What follows belongs to an exercise in optimizing a design on an open flow for small area and few clock cycles per item; a production flow would make more cautious choices.
The RTL was checked by simulation tests, not by an equivalence proof against the original design.
Power figures rest on the tool's default switching activity, not on a simulated workload.

the baseline:
// posture_deviation_dwell_detector_unit
module posture_deviation_dwell_detector_unit
(
    input  logic                               clk,
    input  logic                               rst_n,
    input  logic                               psel,
    input  logic                               penable,
    input  logic                               pwrite,
    input  logic [pdd_pkg::ADDR_W-1:0]         paddr,
    input  logic [pdd_pkg::WORD_W-1:0]         pwdata,
    output logic [pdd_pkg::WORD_W-1:0]         prdata,
    output logic                               pready,
    input  logic                               in_valid,
    output logic                               in_ready,
    input  logic [1:0]                         opcode,
    input  logic signed [pdd_pkg::PITCH_W-1:0] pitch_x10,
    input  logic [pdd_pkg::WORD_W-1:0]         now_ms,
    output logic                               out_valid,
    input  logic                               out_ready,
  ...
Size: ~1800 cells after synthesis, about 320 I/O pins, ~17000 um2 of cells after synthesis.
export LEC_CHECK = 0
export ABC_AREA = 1
export CAP_MARGIN = 20
export CORE_MARGIN = 2
export CORE_UTILIZATION = 60
export CTS_BUF_LIST = sky130_fd_sc_hd__clkbuf_8
export CTS_CLUSTER_DIAMETER = 60
export CTS_CLUSTER_SIZE = 12
export GPL_TIMING_DRIVEN = 0
export SLEW_MARGIN = 20
create_clock -name core_clock -period 14.0 [get_ports {clk}]
standard.sh (not shown) runs the stock make flow with config.mk's settings and CLKGATE_MAP_FILE= SYNTH_SCRIPT=/design/flow/synth_recipe.tcl, a recipe that flattens the netlist after the stock synthesis.
==> flow/flow/run.sh <==
#!/bin/bash
# Layout flow: the standard flow (standard.sh), with one added step.
#  1. the standard synthesis, unchanged (standard.sh synth).
#  2. The logic between the flip-flops of its netlist is remapped by ABC for
#     area (area.abc, two rounds of area mapping). The flip-flops are kept as black boxes, so they keep
#     their names and cell types; then ORFS's own closing synthesis steps
#     (splitnets, tie cells, pass-through buffers) are repeated.
#  3. the standard flow continues from that netlist to the final layout,
#     with the port buffers made as the smallest plain buffer, buf_1.
# Each tool's full output goes to a log file of its own in this folder.
set -euo pipefail
HERE=$(pwd)
RES=$HERE/orfs/results/$FLOW_PLATFORM/posture_deviation_dwell_detector_unit/base
LIB=$FLOW_HOME/platforms/sky130hd/lib/sky130_fd_sc_hd__tt_025C_1v80.lib
export BUFFER_PORTS_ARGS="-buffer_cell sky130_fd_sc_hd__buf_1"

bash standard.sh synth > standard_synth.log 2>&1

cp $RES/1_2_yosys.v $HERE/synth_standard.v
python3 flow/cells_gen.py $HERE/synth_standard.v $HERE/cells.v > cells_gen.log 2>&1
DONT_USE=$(grep -o -- '-dont_use [A-Za-z0-9_]*' orfs/logs/$FLOW_PLATFORM/posture_deviation_dwell_detector_unit/base/1_2_yosys.log | sort -u | tr '\n' ' ')
cat > remap.ys <<EOS
read_verilog $HERE/cells.v
read_verilog $HERE/synth_standard.v
hierarchy -check -top $FLOW_TOP
flatten
rename -hide w:* i:* o:* %u %d
techmap
opt -purge
abc -liberty $LIB $DONT_USE -script $HERE/flow/area.abc
delete A:blackbox
delete sky130_fd_sc_hd__*
read_liberty -lib $LIB
splitnets
opt_clean -purge
hilomap -singleton -hicell sky130_fd_sc_hd__conb_1 HI -locell sky130_fd_sc_hd__conb_1 LO
insbuf -buf sky130_fd_sc_hd__buf_4 A X
rename -hide w:* i:* o:* %u %d
opt_clean -purge
tee -o $HERE/remap_stat.txt stat -liberty $LIB
check -assert -mapped
write_verilog -noattr -nohex -nodec $HERE/synth_remap.v
EOS
yosys -s remap.ys > remap.log 2>&1

cp $HERE/synth_remap.v $RES/1_2_yosys.v
rm -f $RES/1_synth.odb
bash standard.sh > standard.log 2>&1
==> flow/flow/area.abc <==
strash
&get -n
&dch -f
&nf -R 1000 -p
&put
strash
&get -n
&dch -f
&nf -R 1000 -p
&put
topo
Other scripts of this flow, unchanged in this note and not shown: flow/flow/cells_gen.py
Looking at the reports, the baseline completed the entire flow and the layout it produced met the timing, DRC and antenna checks.
Testbench counts of the baseline, summed over its fixed seeds: cycles 24,070, items 24,000.
Here is what was changed in the inputs of the candidate compared with the baseline.
# the baseline
export LEC_CHECK = 0
export ABC_AREA = 1
export CAP_MARGIN = 20
export CORE_MARGIN = 2
export CORE_UTILIZATION = 60
export CTS_BUF_LIST = sky130_fd_sc_hd__clkbuf_8
export CTS_CLUSTER_DIAMETER = 60
export CTS_CLUSTER_SIZE = 12
export GPL_TIMING_DRIVEN = 0
export SLEW_MARGIN = 20
create_clock -name core_clock -period 14.0 [get_ports {clk}]
# the candidate
export LEC_CHECK = 0
export ABC_AREA = 1
export CAP_MARGIN = 20
export CORE_MARGIN = 2
export CORE_UTILIZATION = 40
export CTS_BUF_LIST = sky130_fd_sc_hd__clkbuf_8
export CTS_CLUSTER_DIAMETER = 60
export CTS_CLUSTER_SIZE = 12
export GPL_TIMING_DRIVEN = 0
export SLEW_MARGIN = 20
create_clock -name core_clock -period 14.0 [get_ports {clk}]
-- flow/flow/run.sh --
<<< the baseline, line 4
#  2. The logic between the flip-flops of its netlist is remapped by ABC for
#     area (area.abc, two rounds of area mapping). The flip-flops are kept as black boxes, so they keep
#     their names and cell types; then ORFS's own closing synthesis steps
>>> the candidate, line 4
#  2. The logic between the flip-flops of its netlist is remapped by ABC for
#     area (area.abc). The flip-flops are kept as black boxes, so they keep
#     their names and cell types; then ORFS's own closing synthesis steps
==> flow/flow/area.abc <==
strash
&get -n
&dch -f
&nf -R 1000 -p
&put
topo
### Flow results
- Looking only at worst-case setup slack after placement, and setting everything else aside, the lower value of the candidate and the baseline goes to the baseline.
- For final instance count without filler cells, dividing the value from the candidate by the value from the baseline gives 1.07.
- The baseline → the candidate: synthesized cell count held steady; global-route usage shrank by 7.3 points.
- The candidate: final core utilization lower than the baseline
- Proportion of power drawn by the clock network (lower): the baseline
- Between the baseline and the candidate, the flow reports design internal power increasing by a little under 10%.
- The candidate: proportion of cell area occupied by multi-input gates lower than the baseline
- The candidate against the baseline: smallest setup slack after layout rose 21 ps, peak supply drop rose 0.17 mV, post-placement cell area rose 360 um2.

-- re-timing with driven ports --
Ports are ideal in the flow. The routed layouts listed here were re-timed in OpenROAD.
Step 1 (the two cells are an assumption about what drives the block):
set clk [get_ports {clk}]
set_driving_cell -lib_cell sky130_fd_sc_hd__clkbuf_16 $clk
set_driving_cell -lib_cell sky130_fd_sc_hd__buf_2 [delete_from_list [all_inputs] $clk]
Step 2 adds t to the input delays and takes it off the output delays; t is the mean of the earliest and latest rising clock arrival at the registers after step 1. Input paths then give back, and output paths get back, about the clock's delay inside the block.
Three values: ideal, step 1, step 2; two values: the first two.
| run | t (ns) | setup WS [ns] | worst register clock-pin slew, ns |
|---|---|---|---|
| the baseline | 0.651 | 0.743 / 0.692 / 0.514 | 0.10 / 0.10 |
| the candidate | 0.645 | 0.764 / 0.714 / 0.523 | 0.09 / 0.09 |
After both steps setup and hold are still met in every run listed. For the candidate, which loses most, drivers alone change the setup slack by -0.050 ns; drivers and shift together by -0.241 ns.
